Context: an optimization exercise on an open-source flow, tuned for small area, a short achievable clock period and few clock cycles. The choices shown serve that exercise and are no tape-out recipe.
The RTL of this run was laid out without a check of its function.

`flow/flow/run.sh`:
```
#!/bin/bash
# The standard layout (the standard.sh), with two changes:
#  - after the standard synthesis, flow/fa_polarity.py flips the polarity of full adders
#    (FA(~a,~b,~c) = ~FA(a,b,c)) to drop inverters around them; registers are untouched
#  - the port buffers are plain buffers instead of the default delay cells
# Each tool's output goes to a log here: synth.log, fa_polarity.log, layout.log
# (ORFS's own per-step logs stay under orfs/logs).
set -euo pipefail
ARGS=(BUFFER_PORTS_ARGS="-buffer_cell sky130_fd_sc_hd__buf_2")
RES=$PWD/orfs/results/$FLOW_PLATFORM/wn_dot/base
bash standard.sh "${ARGS[@]}" "$RES/1_2_yosys.v" > synth.log 2>&1
python3 flow/fa_polarity.py "$RES/1_2_yosys.v" "$RES/1_2_yosys.fapol.v" > fa_polarity.log 2>&1
cp "$RES/1_2_yosys.v" "$RES/1_2_yosys.orig.v"
mv "$RES/1_2_yosys.fapol.v" "$RES/1_2_yosys.v"
bash standard.sh "${ARGS[@]}" finish > layout.log 2>&1
```
`flow/flow/fa_polarity.py`:
```
#!/usr/bin/env python3
"""Remove inverters around full-adder cells in a Yosys gate netlist.

A full adder is self-dual: FA(~a, ~b, ~c) gives ~SUM and ~COUT. So a full adder whose
inputs mostly arrive through inverters can take the true signals instead and deliver
inverted outputs, which then cancel inverters at its loads. This script picks, for each
sky130 full adder, the polarity that needs the fewest inverters (greedy passes until no
change), and rewrites the netlist with the inverters that are still needed. The
function of every net that is a port or a register pin is unchanged, and no register
is touched.

usage: fa_polarity.py IN.v OUT.v
"""
import re
import sys
from collections import defaultdict

FA = 'sky130_fd_sc_hd__fa_1'
INV_CELLS = {'sky130_fd_sc_hd__inv_1', 'sky130_fd_sc_hd__inv_2', 'sky130_fd_sc_hd__clkinv_1'}
OUT_PINS = {'X', 'Y', 'Q', 'Q_N', 'SUM', 'COUT', 'HI', 'LO'}

src = open(sys.argv[1]).read()
m = re.search(r'\n(\s*\w+\s+[\\\w$.\[\]]+\s*\()', src)
# split header (declarations) and cell instances
inst_re = re.compile(r'^  (sky130_fd_sc_hd__\w+) (\S+)\s+\(\n(.*?)\n  \);\n', re.S | re.M)
cells = []
for mm in inst_re.finditer(src):
    typ, name, body = mm.group(1), mm.group(2), mm.group(3)
    pins = []
    for pm in re.finditer(r'\.(\w+)\((.*?)\)(?:,|$)', body, re.M):
        pins.append((pm.group(1), pm.group(2).strip()))
    cells.append([typ, name, pins, mm.start(), mm.end()])
ncell = len(re.findall(r'^  sky130_fd_sc_hd__', src, re.M))
assert ncell == len(cells), (ncell, len(cells))
first = cells[0][3]
last = cells[-1][4]
header, footer = src[:first], src[last:]
assert 'assign' not in src, 'netlist has assigns'

# inverters: out -> in
inv_in = {}
for typ, name, pins, _, _ in cells:
    if typ in INV_CELLS:
        d = dict(pins)
        inv_in[d['Y']] = d['A']

def root(net):
    pol = 0
    seen = 0
    while net in inv_in:
        net = inv_in[net]
        pol ^= 1
        seen += 1
        assert seen < 100
    return net, pol

port_nets = set()
for d in re.finditer(r'^\s*(input|output)\s+(\[\d+:\d+\]\s+)?(\S+);', header, re.M):
    rng, nm = d.group(2), d.group(3)
    if rng:
        hi, lo = map(int, re.findall(r'\d+', rng))
        for i in range(min(hi, lo), max(hi, lo) + 1):
            port_nets.add(f'{nm}[{i}]')
    else:
        port_nets.add(nm)

XSWAP = {'sky130_fd_sc_hd__xor2_1': 'sky130_fd_sc_hd__xnor2_1',
         'sky130_fd_sc_hd__xnor2_1': 'sky130_fd_sc_hd__xor2_1'}
fa_cells = [c for c in cells if c[0] == FA]
x_cells = [c for c in cells if c[0] in XSWAP]
flip = {c[1]: 0 for c in fa_cells}
xflip = {c[1]: 0 for c in x_cells}
drv_fa = {}          # root net -> (fa name) for FA outputs
for c in fa_cells:
    d = dict(c[2])
    drv_fa[d['SUM']] = c[1]
    drv_fa[d['COUT']] = c[1]
drv_x = {}
for c in x_cells:
    d = dict(c[2])
    drv_x[d['Y'] if 'Y' in d else d['X']] = c[1]

# loads: list of (cell name, pin, root, pol); inverter cells are dropped as loads,
# except inverters that drive ports (kept as plain loads to preserve the port net)
loads = defaultdict(list)     # root -> list of [cellname, pin, pol]
keep_inv = set()
for typ, name, pins, _, _ in cells:
    if typ in INV_CELLS:
        d = dict(pins)
        if d['Y'] in port_nets:
            keep_inv.add(name)
        else:
            continue
    for p, n in pins:
        if p in OUT_PINS:
            continue
        if n.startswith("1'b"):
            continue
        r, pol = root(n)
        loads[r].append([name, p, pol])
fa_inputs = {c[1]: [] for c in fa_cells}
for r, ls in loads.items():
    for l in ls:
        if l[0] in fa_inputs:
            fa_inputs[l[0]].append((r, l))

def phys(r):
    f = drv_fa.get(r)
    if f:
        return flip[f]
    x = drv_x.get(r)
    return xflip[x] if x else 0

def need_inv(r):
    p = phys(r)
    return any((l[2] ^ (flip[l[0]] if l[0] in flip else 0)) != p for l in loads.get(r, []))

def cost_around(fname):
    rs = set(r for r, _ in fa_inputs[fname])
    c = [x for x in fa_cells_by_name[fname][2] if x[0] in ('SUM', 'COUT')]
    rs.update(n for _, n in c)
    return rs

fa_cells_by_name = {c[1]: c for c in fa_cells}
fixed = set()
for c in fa_cells:
    for p, n in c[2]:
        if n.startswith("1'b") or (p in ('SUM', 'COUT') and n in port_nets):
            fixed.add(c[1])
total0 = sum(1 for r in loads if need_inv(r))

def greedy(order):
    for it in range(30):
        changed = 0
        for c in order:
            f = c[1]
            if f in fixed:
                continue
            rs = cost_around(f)
            before = sum(need_inv(r) for r in rs)
            flip[f] ^= 1
            after = sum(need_inv(r) for r in rs)
            if after < before:
                changed += 1
            else:
                flip[f] ^= 1
        for r, xn in drv_x.items():
            before = need_inv(r)
            xflip[xn] ^= 1
            after = need_inv(r)
            if after < before:
                changed += 1
            else:
                xflip[xn] ^= 1
        if not changed:
            break
    return sum(1 for r in loads if need_inv(r))

# a few greedy descents from shuffled orders; keep the best (deterministic seed)
import random
rng = random.Random(1)
best = None
for trial in range(8):
    for f in flip:
        flip[f] = 0
    for x in xflip:
        xflip[x] = 0
    order = list(fa_cells)
    if trial:
        rng.shuffle(order)
    cost = greedy(order)
    if best is None or cost < best[0]:
        best = (cost, dict(flip), dict(xflip))
flip.update(best[1])
xflip.update(best[2])
total1 = sum(1 for r in loads if need_inv(r))
sys.stderr.write(f'inverted roots: {total0} -> {total1}; flipped {sum(flip.values())} of {len(fa_cells)} adders, {sum(xflip.values())} xor/xnor; '
                 f'inverters in netlist before: {sum(1 for c in cells if c[0] in INV_CELLS)}\n')

# rewrite: each root that needs its opposite physical polarity gets one inverter
out_cells = []
newinv = {}
k = 0
def inv_of(r):
    global k
    if r not in newinv:
        k += 1
        newinv[r] = (f'fapol_inv{k}', f'fapol_n{k}')
    return newinv[r][1]

for typ, name, pins, _, _ in cells:
    if typ in INV_CELLS and name not in keep_inv:
        continue
    newpins = []
    for p, n in pins:
        if p in OUT_PINS or n.startswith("1'b"):
            newpins.append((p, n))
            continue
        r, pol = root(n)
        want = pol ^ (flip[name] if name in flip else 0)
        if typ in INV_CELLS:
            # kept inverter driving a port: feed it the polarity it needs
            want = pol
        if want == phys(r):
            newpins.append((p, r))
        else:
            newpins.append((p, inv_of(r)))
    if name in xflip and xflip[name]:
        typ = XSWAP[typ]
        outpin = 'Y' if typ.endswith('xnor2_1') else 'X'
        newpins = [(outpin if p in ('X', 'Y') else p, n) for p, n in newpins]
    out_cells.append((typ, name, newpins))

# physical outputs of flipped adders carry the complement of the original net; the
# original net name keeps its logical meaning only where it is used through root(),
# so the flipped adder keeps its output net names (now holding the complement).
def esc(n):
    # escaped identifiers end at whitespace
    return n + ' ' if n.startswith('\\') else n
lines = []
for typ, name, pins in out_cells:
    lines.append(f'  {typ} {esc(name)} (\n' + ',\n'.join(f'    .{p}({esc(n)})' for p, n in pins) + '\n  );\n')
for r, (iname, onet) in newinv.items():
    lines.append(f'  sky130_fd_sc_hd__inv_1 {iname} (\n    .A({esc(r)}),\n    .Y({onet})\n  );\n')
decl = ''.join(f'  wire {onet};\n' for _, onet in newinv.values())
# declarations go before the first cell
hdr = header
open(sys.argv[2], 'w').write(hdr + decl + ''.join(lines) + footer)
sys.stderr.write(f'new inverters: {len(newinv)}\n')
```
`flow/standard.sh`:
```
#!/bin/bash
# synth_recipe.tcl (not shown) runs the flow's synth.tcl, then flattens the netlist and writes it again
# the make line also repeats each setting of config.mk as NAME=value (left out here)
make -C /OpenROAD-flow-scripts/flow DESIGN_CONFIG=/design/flow/config.mk WORK_HOME=/design/flow/orfs CLKGATE_MAP_FILE= SYNTH_SCRIPT=/design/flow/synth_recipe.tcl "${@:-finish}"
```
`flow/config.mk`:
```
export PLATFORM = sky130hd
export DESIGN_NAME = wn_dot
export DESIGN_NICKNAME = wn_dot
export VERILOG_FILES = /design/flow/design.v
export SDC_FILE = /design/flow/constraint.sdc
export NUM_CORES = 4
export LEC_CHECK = 0
export ABC_AREA = 1
export CAP_MARGIN = 20
export CORE_MARGIN = 2
export CORE_UTILIZATION = 55
export PLACE_DENSITY = 0.65
export SETUP_SLACK_MARGIN = 4.0
export SLEW_MARGIN = 20
```
`flow/constraint.sdc`:
```
create_clock -name core_clock -period 8.0 [get_ports {clk}]
set_input_delay 1.6000 -clock core_clock [delete_from_list [all_inputs] [get_ports {clk}]]
set_output_delay 1.6000 -clock core_clock [all_outputs]
set_load 0.01 [all_outputs]
```
`flow/design.v`:
```
module wn_dot #(
   parameter int unsigned NCH  = 16,
   parameter int unsigned DW   = 8,
   parameter int unsigned AW   = 4,
   parameter int unsigned ACCW = 2*DW+AW,
   parameter int unsigned OW   = DW
) (
   input  logic                     clk,
   input  logic                     xrst,
   input  logic                     start,
   input  logic [AW-1:0]            len,
   input  logic                     relu,
   output logic [AW-1:0]            x_raddr,
   input  logic signed [DW-1:0]     x_rdata,
   output logic [NCH*AW-1:0]        w_raddr,
   input  logic signed [NCH*DW-1:0] w_rdata,
   output logic [NCH*OW-1:0]        y,
   output logic                     busy,
   output logic                     finish
);
   localparam logic [ACCW-1:0] K_TERM = 20'hfab00;
   localparam int unsigned NCOPY = 2;
   logic          r_busy;
   logic          r_run;       
   logic [AW-1:0] r_addr;
   logic [AW-1:0] r_len_m1;
   logic          r_relu;
   logic          r_first1;    
   logic          r_last1, r_last2;
   logic          r_finish;
   logic [ACCW-1:0] w_pre;     
   logic w_accept, w_fetch, w_last;
   assign w_accept = start & ~r_busy;
   assign w_fetch  = w_accept | r_run;
   assign w_last   = w_accept ? (len == AW'(1)) : (r_run & (r_addr == r_len_m1));
   always_ff @(posedge clk or negedge xrst) begin
      if (!xrst) begin
         r_busy   <= 1'b0;
         r_run    <= 1'b0;
         r_addr   <= '0;
         r_len_m1 <= '0;
         r_relu   <= 1'b0;
         r_first1 <= 1'b0;
         r_last1  <= 1'b0;
         r_last2  <= 1'b0;
         r_finish <= 1'b0;
      end else begin
         r_busy   <= w_accept | (r_busy & ~r_last2);
         r_run    <= w_fetch & ~w_last;
         r_addr   <= (w_fetch & ~w_last) ? r_addr + AW'(1) : '0;
         if (w_accept) begin
            r_len_m1 <= len - AW'(1);
            r_relu   <= relu;
         end
         r_first1 <= w_accept;
         r_last1  <= w_last;
         r_last2  <= r_last1;
         r_finish <= r_last2;
      end
   end
   assign w_pre = ACCW'({r_len_m1 + AW'(1) == '0, AW'(r_len_m1 + AW'(1))}) * K_TERM;
   logic [3:0] w_one, w_two, w_neg;
   always_comb begin
      for (int k = 0; k < 4; k++) begin
         logic b2, b1, b0;
         b2 = x_rdata[2*k+1];
         b1 = x_rdata[2*k];
         b0 = (k == 0) ? 1'b0 : x_rdata[2*k-1];
         w_one[k] = b1 ^ b0;
         w_two[k] = (b2 & ~b1 & ~b0) | (~b2 & b1 & b0);
         w_neg[k] = b2;
      end
   end
   logic [3:0] r_one0, r_two0, r_neg0;
   always_ff @(posedge clk) begin
      r_one0 <= w_one;
      r_two0 <= w_two;
      r_neg0 <= w_neg;
   end
   logic [3:0] r_one1, r_two1, r_neg1;
   always_ff @(posedge clk) begin
      r_one1 <= ~w_one;
      r_two1 <= ~w_two;
      r_neg1 <= ~w_neg;
   end
   logic [3:0] w_negb, w_negc, r_negb, r_negc;
   always_comb begin
      for (int k = 0; k < 4; k++) begin
         logic b2, b1, b0;
         b2 = x_rdata[2*k+1];
         b1 = x_rdata[2*k];
         b0 = (k == 0) ? 1'b0 : x_rdata[2*k-1];
         w_negb[k] = b2 & ~(b1 & b0);      
         w_negc[k] = b2 | (~b1 & ~b0);     
      end
   end
   always_ff @(posedge clk) begin
      r_negb <= w_negb;
      r_negc <= ~w_negc;
   end
   logic [DW-1:0]   r_w   [NCH];
   logic [ACCW-1:0] r_acc [NCH];    
   logic [ACCW-1:0] w_sum [NCH];
   logic [0:0]      r_cs  [NCH];    
   logic [0:0]      w_cs  [NCH];
   for (genvar c = 0; c < NCH; c++) begin : g_ch
      logic [ACCW-1:0] w_ain;
      logic [3:0]      w_c_one, w_c_two, w_c_neg;
      assign w_ain = r_acc[c];
      always_comb begin
         if (c / (NCH / NCOPY) == 0) begin
            w_c_one = r_one0;
            w_c_two = r_two0;
            w_c_neg = r_neg0;
         end
         else if (c / (NCH / NCOPY) == 1) begin
            w_c_one = ~r_one1;
            w_c_two = ~r_two1;
            w_c_neg = ~r_neg1;
         end
         else begin
            w_c_one = r_one0;
            w_c_two = r_two0;
            w_c_neg = r_neg0;
         end
         if (c / 4 == 1) w_c_neg = r_negb;
         if (c / 4 == 3) w_c_neg = ~r_negc;
      end
      wn_dot_mac u_mac (.i_one(w_c_one), .i_two(w_c_two), .i_neg(w_c_neg), .i_w(r_w[c]),
                        .i_acc(w_ain), .i_cs(r_cs[c]), .o_cs(w_cs[c]),
                        .o_sum(w_sum[c]));
      always_ff @(posedge clk) begin
         r_w[c]   <= w_rdata[c*DW +: DW];
         r_acc[c] <= r_first1 ? w_pre : w_sum[c];
         r_cs[c]  <= r_first1 ? '0 : w_cs[c];
      end
   end
   always_comb begin
      for (int c = 0; c < NCH; c++) begin
         logic [19:12] hi;
         logic        cs, neg, top1, top0, in_range;
         hi   = r_acc[c][19:12];
         cs   = r_cs[c][0];
         top1 = (hi[19:13] == '1) & (cs ^ hi[12]);                   
         top0 = cs ? (hi == '1) : (hi == '0);                               
         neg  = hi[19] ^ (cs & (hi[18:12] == '1));
         in_range = (top1 & (r_acc[c][11:OW-1] == '1)) | (top0 & (r_acc[c][11:OW-1] == '0));
         y[c*OW +: OW] = {~(r_relu & neg) & (in_range ? r_acc[c][OW-1] : neg),
                          {(OW-1){~(r_relu & neg)}} & (in_range ? r_acc[c][OW-2:0] : {(OW-1){~neg}})};
      end
   end
   assign x_raddr = r_addr;
   assign w_raddr = {NCH{r_addr}};
   assign busy    = r_busy;
   assign finish  = r_finish;
endmodule
module wn_dot_mac (
   input  logic [3:0]  i_one,    
   input  logic [3:0]  i_two,    
   input  logic [3:0]  i_neg,    
   input  logic [7:0]  i_w,
   input  logic [19:0] i_acc,
   input  logic [0:0]  i_cs,     
   output logic [0:0]  o_cs,
   output logic [19:0] o_sum
);
   logic s1, c1;
   logic s2, c2;
   logic s3, c3;
   logic s4, c4;
   logic s5, c5;
   logic s6, c6;
   logic s7, c7;
   logic s8, c8;
   logic s9, c9;
   logic s10, c10;
   logic s11, c11;
   logic s12, c12;
   logic s13, c13;
   logic s14, c14;
   logic s15, c15;
   logic s16, c16;
   logic s17, c17;
   logic s18, c18;
   logic s19, c19;
   logic s20, c20;
   logic s21, c21;
   logic s22, c22;
   logic s23, c23;
   logic s24, c24;
   logic s25, c25;
   logic s26, c26;
   logic s27, c27;
   logic s28, c28;
   logic s29, c29;
   logic s30, c30;
   logic s31, c31;
   logic s32, c32;
   logic s33, c33;
   logic s34, c34;
   logic s35, c35;
   logic s36, c36;
   assign s1 = i_acc[4] ^ i_neg[2];
   assign c1 = i_acc[4] & i_neg[2];
   assign s2 = i_acc[5] ^ (i_neg[0] ^ ((i_one[0] & i_w[5]) | (i_two[0] & i_w[4])));
   assign c2 = i_acc[5] & (i_neg[0] ^ ((i_one[0] & i_w[5]) | (i_two[0] & i_w[4])));
   assign s3 = i_acc[6] ^ i_neg[3] ^ (i_neg[0] ^ ((i_one[0] & i_w[6]) | (i_two[0] & i_w[5])));
   assign c3 = (i_acc[6] & i_neg[3]) | (i_acc[6] & (i_neg[0] ^ ((i_one[0] & i_w[6]) | (i_two[0] & i_w[5])))) | (i_neg[3] & (i_neg[0] ^ ((i_one[0] & i_w[6]) | (i_two[0] & i_w[5]))));
   assign s4 = (i_neg[1] ^ ((i_one[1] & i_w[4]) | (i_two[1] & i_w[3]))) ^ (i_neg[2] ^ ((i_one[2] & i_w[2]) | (i_two[2] & i_w[1])));
   assign c4 = (i_neg[1] ^ ((i_one[1] & i_w[4]) | (i_two[1] & i_w[3]))) & (i_neg[2] ^ ((i_one[2] & i_w[2]) | (i_two[2] & i_w[1])));
   assign s5 = i_acc[7] ^ (i_neg[0] ^ ((i_one[0] & i_w[7]) | (i_two[0] & i_w[6]))) ^ (i_neg[1] ^ ((i_one[1] & i_w[5]) | (i_two[1] & i_w[4])));
   assign c5 = (i_acc[7] & (i_neg[0] ^ ((i_one[0] & i_w[7]) | (i_two[0] & i_w[6])))) | (i_acc[7] & (i_neg[1] ^ ((i_one[1] & i_w[5]) | (i_two[1] & i_w[4])))) | ((i_neg[0] ^ ((i_one[0] & i_w[7]) | (i_two[0] & i_w[6]))) & (i_neg[1] ^ ((i_one[1] & i_w[5]) | (i_two[1] & i_w[4]))));
   assign s6 = (i_neg[2] ^ ((i_one[2] & i_w[3]) | (i_two[2] & i_w[2]))) ^ (i_neg[3] ^ ((i_one[3] & i_w[1]) | (i_two[3] & i_w[0])));
   assign c6 = (i_neg[2] ^ ((i_one[2] & i_w[3]) | (i_two[2] & i_w[2]))) & (i_neg[3] ^ ((i_one[3] & i_w[1]) | (i_two[3] & i_w[0])));
   assign s7 = i_acc[8] ^ (i_neg[1] ^ ((i_one[1] & i_w[6]) | (i_two[1] & i_w[5]))) ^ (i_neg[2] ^ ((i_one[2] & i_w[4]) | (i_two[2] & i_w[3])));
   assign c7 = (i_acc[8] & (i_neg[1] ^ ((i_one[1] & i_w[6]) | (i_two[1] & i_w[5])))) | (i_acc[8] & (i_neg[2] ^ ((i_one[2] & i_w[4]) | (i_two[2] & i_w[3])))) | ((i_neg[1] ^ ((i_one[1] & i_w[6]) | (i_two[1] & i_w[5]))) & (i_neg[2] ^ ((i_one[2] & i_w[4]) | (i_two[2] & i_w[3]))));
   assign s8 = (i_neg[3] ^ ((i_one[3] & i_w[2]) | (i_two[3] & i_w[1]))) ^ ~(i_neg[0] ^ ((i_one[0] & i_w[7]) | (i_two[0] & i_w[7])));
   assign c8 = (i_neg[3] ^ ((i_one[3] & i_w[2]) | (i_two[3] & i_w[1]))) & ~(i_neg[0] ^ ((i_one[0] & i_w[7]) | (i_two[0] & i_w[7])));
   assign s9 = i_acc[9] ^ (i_neg[1] ^ ((i_one[1] & i_w[7]) | (i_two[1] & i_w[6]))) ^ (i_neg[2] ^ ((i_one[2] & i_w[5]) | (i_two[2] & i_w[4])));
   assign c9 = (i_acc[9] & (i_neg[1] ^ ((i_one[1] & i_w[7]) | (i_two[1] & i_w[6])))) | (i_acc[9] & (i_neg[2] ^ ((i_one[2] & i_w[5]) | (i_two[2] & i_w[4])))) | ((i_neg[1] ^ ((i_one[1] & i_w[7]) | (i_two[1] & i_w[6]))) & (i_neg[2] ^ ((i_one[2] & i_w[5]) | (i_two[2] & i_w[4]))));
   assign s10 = i_acc[10] ^ (i_neg[2] ^ ((i_one[2] & i_w[6]) | (i_two[2] & i_w[5])));
   assign c10 = i_acc[10] & (i_neg[2] ^ ((i_one[2] & i_w[6]) | (i_two[2] & i_w[5])));
   assign s11 = i_acc[2] ^ i_neg[1];
   assign c11 = i_acc[2] & i_neg[1];
   assign s12 = i_acc[3] ^ (i_neg[0] ^ ((i_one[0] & i_w[3]) | (i_two[0] & i_w[2])));
   assign c12 = i_acc[3] & (i_neg[0] ^ ((i_one[0] & i_w[3]) | (i_two[0] & i_w[2])));
   assign s13 = (i_neg[0] ^ ((i_one[0] & i_w[4]) | (i_two[0] & i_w[3]))) ^ (i_neg[1] ^ ((i_one[1] & i_w[2]) | (i_two[1] & i_w[1]))) ^ (i_neg[2] ^ (i_one[2] & i_w[0]));
   assign c13 = ((i_neg[0] ^ ((i_one[0] & i_w[4]) | (i_two[0] & i_w[3]))) & (i_neg[1] ^ ((i_one[1] & i_w[2]) | (i_two[1] & i_w[1])))) | ((i_neg[0] ^ ((i_one[0] & i_w[4]) | (i_two[0] & i_w[3]))) & (i_neg[2] ^ (i_one[2] & i_w[0]))) | ((i_neg[1] ^ ((i_one[1] & i_w[2]) | (i_two[1] & i_w[1]))) & (i_neg[2] ^ (i_one[2] & i_w[0])));
   assign s14 = c1 ^ (i_neg[1] ^ ((i_one[1] & i_w[3]) | (i_two[1] & i_w[2]))) ^ (i_neg[2] ^ ((i_one[2] & i_w[1]) | (i_two[2] & i_w[0])));
   assign c14 = (c1 & (i_neg[1] ^ ((i_one[1] & i_w[3]) | (i_two[1] & i_w[2])))) | (c1 & (i_neg[2] ^ ((i_one[2] & i_w[1]) | (i_two[2] & i_w[0])))) | ((i_neg[1] ^ ((i_one[1] & i_w[3]) | (i_two[1] & i_w[2]))) & (i_neg[2] ^ ((i_one[2] & i_w[1]) | (i_two[2] & i_w[0]))));
   assign s15 = (i_neg[3] ^ (i_one[3] & i_w[0])) ^ c2 ^ s4;
   assign c15 = ((i_neg[3] ^ (i_one[3] & i_w[0])) & c2) | ((i_neg[3] ^ (i_one[3] & i_w[0])) & s4) | (c2 & s4);
   assign s16 = c4 ^ s6 ^ c3;
   assign c16 = (c4 & s6) | (c4 & c3) | (s6 & c3);
   assign s17 = c6 ^ s8 ^ c5;
   assign c17 = (c6 & s8) | (c6 & c5) | (s8 & c5);
   assign s18 = (i_neg[3] ^ ((i_one[3] & i_w[3]) | (i_two[3] & i_w[2]))) ^ c8 ^ c7;
   assign c18 = ((i_neg[3] ^ ((i_one[3] & i_w[3]) | (i_two[3] & i_w[2]))) & c8) | ((i_neg[3] ^ ((i_one[3] & i_w[3]) | (i_two[3] & i_w[2]))) & c7) | (c8 & c7);
   assign s19 = (i_neg[3] ^ ((i_one[3] & i_w[4]) | (i_two[3] & i_w[3]))) ^ ~(i_neg[1] ^ ((i_one[1] & i_w[7]) | (i_two[1] & i_w[7]))) ^ s10;
   assign c19 = ((i_neg[3] ^ ((i_one[3] & i_w[4]) | (i_two[3] & i_w[3]))) & ~(i_neg[1] ^ ((i_one[1] & i_w[7]) | (i_two[1] & i_w[7])))) | ((i_neg[3] ^ ((i_one[3] & i_w[4]) | (i_two[3] & i_w[3]))) & s10) | (~(i_neg[1] ^ ((i_one[1] & i_w[7]) | (i_two[1] & i_w[7]))) & s10);
   assign s20 = i_acc[11] ^ (i_neg[2] ^ ((i_one[2] & i_w[7]) | (i_two[2] & i_w[6]))) ^ (i_neg[3] ^ ((i_one[3] & i_w[5]) | (i_two[3] & i_w[4])));
   assign c20 = (i_acc[11] & (i_neg[2] ^ ((i_one[2] & i_w[7]) | (i_two[2] & i_w[6])))) | (i_acc[11] & (i_neg[3] ^ ((i_one[3] & i_w[5]) | (i_two[3] & i_w[4])))) | ((i_neg[2] ^ ((i_one[2] & i_w[7]) | (i_two[2] & i_w[6]))) & (i_neg[3] ^ ((i_one[3] & i_w[5]) | (i_two[3] & i_w[4]))));
   assign s21 = i_acc[12] ^ i_cs[0] ^ (i_neg[3] ^ ((i_one[3] & i_w[6]) | (i_two[3] & i_w[5])));
   assign c21 = (i_acc[12] & i_cs[0]) | (i_acc[12] & (i_neg[3] ^ ((i_one[3] & i_w[6]) | (i_two[3] & i_w[5])))) | (i_cs[0] & (i_neg[3] ^ ((i_one[3] & i_w[6]) | (i_two[3] & i_w[5]))));
   assign s22 = i_acc[0] ^ i_neg[0];
   assign c22 = i_acc[0] & i_neg[0];
   assign s23 = i_acc[1] ^ (i_neg[0] ^ ((i_one[0] & i_w[1]) | (i_two[0] & i_w[0])));
   assign c23 = i_acc[1] & (i_neg[0] ^ ((i_one[0] & i_w[1]) | (i_two[0] & i_w[0])));
   assign s24 = (i_neg[0] ^ ((i_one[0] & i_w[2]) | (i_two[0] & i_w[1]))) ^ (i_neg[1] ^ (i_one[1] & i_w[0])) ^ s11;
   assign c24 = ((i_neg[0] ^ ((i_one[0] & i_w[2]) | (i_two[0] & i_w[1]))) & (i_neg[1] ^ (i_one[1] & i_w[0]))) | ((i_neg[0] ^ ((i_one[0] & i_w[2]) | (i_two[0] & i_w[1]))) & s11) | ((i_neg[1] ^ (i_one[1] & i_w[0])) & s11);
   assign s25 = c11 ^ (i_neg[1] ^ ((i_one[1] & i_w[1]) | (i_two[1] & i_w[0]))) ^ s12;
   assign c25 = (c11 & (i_neg[1] ^ ((i_one[1] & i_w[1]) | (i_two[1] & i_w[0])))) | (c11 & s12) | ((i_neg[1] ^ ((i_one[1] & i_w[1]) | (i_two[1] & i_w[0]))) & s12);
   assign s26 = s1 ^ c12 ^ s13;
   assign c26 = (s1 & c12) | (s1 & s13) | (c12 & s13);
   assign s27 = s2 ^ c13 ^ s14;
   assign c27 = (s2 & c13) | (s2 & s14) | (c13 & s14);
   assign s28 = c14 ^ s3 ^ s15;
   assign c28 = (c14 & s3) | (c14 & s15) | (s3 & s15);
   assign s29 = s5 ^ c15 ^ s16;
   assign c29 = (s5 & c15) | (s5 & s16) | (c15 & s16);
   assign s30 = s7 ^ c16 ^ s17;
   assign c30 = (s7 & c16) | (s7 & s17) | (c16 & s17);
   assign s31 = s9 ^ c17 ^ s18;
   assign c31 = (s9 & c17) | (s9 & s18) | (c17 & s18);
   assign s32 = c9 ^ s19 ^ c18;
   assign c32 = (c9 & s19) | (c9 & c18) | (s19 & c18);
   assign s33 = c10 ^ s20 ^ c19;
   assign c33 = (c10 & s20) | (c10 & c19) | (s20 & c19);
   assign s34 = ~(i_neg[2] ^ ((i_one[2] & i_w[7]) | (i_two[2] & i_w[7]))) ^ c20 ^ s21;
   assign c34 = (~(i_neg[2] ^ ((i_one[2] & i_w[7]) | (i_two[2] & i_w[7]))) & c20) | (~(i_neg[2] ^ ((i_one[2] & i_w[7]) | (i_two[2] & i_w[7]))) & s21) | (c20 & s21);
   assign s35 = i_acc[13] ^ (i_neg[3] ^ ((i_one[3] & i_w[7]) | (i_two[3] & i_w[6]))) ^ c21;
   assign c35 = (i_acc[13] & (i_neg[3] ^ ((i_one[3] & i_w[7]) | (i_two[3] & i_w[6])))) | (i_acc[13] & c21) | ((i_neg[3] ^ ((i_one[3] & i_w[7]) | (i_two[3] & i_w[6]))) & c21);
   assign s36 = i_acc[14] ^ ~(i_neg[3] ^ ((i_one[3] & i_w[7]) | (i_two[3] & i_w[7])));
   assign c36 = i_acc[14] & ~(i_neg[3] ^ ((i_one[3] & i_w[7]) | (i_two[3] & i_w[7])));
   logic [19:0] w_ra, w_rb;
   assign w_ra = {i_acc[19], i_acc[18], i_acc[17], i_acc[16], i_acc[15], s36, c34, s34, s33, s32, c30, c29, c28, c27, c26, c25, c24, c23, c22, (i_neg[0] ^ (i_one[0] & i_w[0]))};
   assign w_rb = {1'b0, 1'b0, 1'b0, 1'b0, c36, c35, s35, c33, c32, c31, s31, s30, s29, s28, s27, s26, s25, s24, s23, s22};
   assign {o_cs[0], o_sum[11:0]} = 13'(w_ra[11:0]) + 13'(w_rb[11:0]);
   assign o_sum[19:12] = w_ra[19:12] + w_rb[19:12];
endmodule
```
==> results.txt <==
routing by layer:
metal / share of wire / routed length (um)
met5: 0.00038 / 61
met3: 0.076 / 12230
met1: 0.42 / 66830
met4: 0.042 / 6774
met2: 0.46 / 74030
worst max-delay path, stage by stage, from the launching register on:
cell and delay (ps):
dfxtp_1 370, inv_1 90, nor3_2 250, nand3_2 120
nand2_2 120, nand2_2 110, nand2_4 140, nand2_1 110
a21oi_4 180, buf_2 180
worst paths after layout:
path / start / to / cells after the start
max: r_acc[7][18]$_DFF_P_ / y[56] / 9
min: r_last1$_DFF_PN0_ / r_last2$_DFF_PN0_ / 0
max reg2reg: r_one0[0]$_DFF_P_ / r_acc[2][8]$_DFF_P_ / 14
min reg2reg: r_last1$_DFF_PN0_ / r_last2$_DFF_PN0_ / 0
max in group asynchronous: xrst / r_first1$_DFF_PN0_ / 1
min in group asynchronous: xrst / r_busy$_DFF_PN0_ / 1
area by class of cell:
type                    instances  area, um^2
flip-flops and latches        510       10400
fillers                      8219       34560
diodes                          2       5.005
multi-input cells            4902       36790
inverters                     674        2630
repair buffers                455        3080
clock buffers                  95        1987
clock inverters                27       317.8
well taps                    1186        1484
cells in the final DEF, fill, tap and decap left out, types with 76 or more instances in the layout:
cell type,instances
a21oi_1,365
buf_2,340
clkbuf_16,76
dfxtp_1,440
fa_1,436
ha_1,472
inv_1,644
nand2_1,1114
nand3_1,306
nand4_1,89
nor2_1,428
o21ai_0,263
o22ai_1,448
xnor2_1,131
xor2_1,475
timing repair:
item / CTS / global route
endpoints found under the setup margin: 299 / 329
gates resized for setup: 121 / 183
cloned: 2 / 5
pin swaps: 9 / 27
setup buffers: 32 / 35
metrics by stage:
stage / util / worst slack (ps)
floorplan: - / 4163
global placement: 0.5757 / 3147
detailed placement: 0.5757 / 3113
CTS: 0.6091 / 3972
global route: 0.6212 / 3915
finish: 0.6213 / 4091
sequential cells by signal, summed over array words and instances (netlist names), 3 cells and up:
name / cells
r_acc: 320
r_w: 128
r_cs: 16
r_addr: 4
r_len_m1: 4
r_neg0: 4
r_neg1: 4
r_negc: 4
r_one0: 4
r_one1: 4
r_two0: 4
r_two1: 4
r_negb: 3
==> metrics.md <==
| Metric | Value |
|---|---|
| Status | `complete, no violations` |
| Setup_tns | `0 ps` |
| Hpwl dp | `111,500 um` |
| Port bufs | `341` |
| First-pass GRT wire length | `245,600 um` |
| Average instance area after synthesis | `7.927 um^2` |
| Die area | `0.09417 mm^2` |
| Warnings from Yosys | `9` |
| Vias post-DR | `45,750` |
| GRT met1 Usage | `0.4284` |
| Largest net degree at the start of global routing | `106` |
| CTS Hold Bufs | `0` |
| Finished layout cell area | `0.05669 mm^2` |
| Max frequency | `255.8 MHz` |
| GRT Max-Usage Layer | `met2` |
| Routability congestion estimate | `0.9580` |
| Clk sink count | `510` |
| Crit end category | `output port` |
| Post-DP Area | `0.05253 mm^2` |
| Crit path max fanout | `7` |
| Clk latency of the worst-skew pair | `650 ps` |
| M3 GR Usage | `0.05672` |
| Die Wd | `306.9 um` |
| Worst EP arrival | `2310 ps` |
| Fin nets | `7,671` |
| GRT Util Overall | `0.3292` |
| Initial antenna violation count | `7` |
| Relative slew slack | `0.2689` |
| Die height | `306.9 um` |
| H-tree depth | `3` |
| Final Max Tran Viols | `0` |
| Share of post-route cells with drive strength above 1 | `0.1214` |
| Avg WL per Cell | `20.37 um` |
| Area Growth Syn to Fin | `12.37%` |
| Min cycle time layout | `3909 ps` |
| Cells after DPL | `7,653` |
| Core area | `0.09125 mm^2` |
| Final hold vios | `0` |
| Vias in the first global route | `44,630` |
| IO Pins | `342` |
| WHS | `353.7 ps` |
| Reg clk slew, reported paths | `60 ps` |
| Syn_nets | `7,424` |
| Post-Layout Cell Count | `7,851` |
| Synth Instances | `6,364` |
| Worst-margin pin slew | `1095 ps` |
| Detailed Route WL | `159,900 um` |
| 1st-iter DRT viols | `3,738` |
| Post-DRT Antenna Nets | `0` |
| Register-to-register setup slack | `4140 ps` |
| Startpoint types | `flop` |
| CP required | `6400 ps` |
| 1st-pass router iterations | `8` |
| Via-to-Cell Ratio | `5.827` |
| Worst Hold Class | `reg2reg` |
| Initial core utilization | `0.5529` |
| Kind of critical path | `reg2out` |
| Clock Skew | `23.06 ps` |
| Cell Area, Synth | `0.05045 mm^2` |
| Grt ovf | `0` |
| CTS Root Cell | `clkbuf_16` |
| DRC | `0` |
| RSZ-0062 raised after global routing | `yes` |
| CTS Buf Count | `68` |
| Final worst-path cycle share | `0.4886` |
| CTS tree | `built` |
| Final setup fails | `0` |
| Site Rows | `111` |
| Max-cap violations | `0` |
| M2 GR Usage | `0.5430` |
| CTS max path bufs | `3` |

==> what the ideal ports hide <==
In the flow no input, the clock included, has a driving cell. The finished layout below was timed again as built, in two steps. Step 1, drivers: a clkbuf_16 drives clk and a buf_2 each remaining input, both assumed. Step 2 also shifts input and output timing later by t, the mid clock arrival at the registers, as if the neighbouring blocks saw the same clock. a / b / c = no drivers / after step 1 / after step 2; a / b = the first two.
t, ns: 0.713
setup WS [ns]: 4.091 / 4.020 / 4.145
hold WS [ns]: 0.354 / 0.354 / 0.354
cell pins on the clock port's net: 1
After both steps setup and hold are still met in this run. The setup slack of this run moves by -0.071 ns with the drivers and by +0.054 ns with both steps.
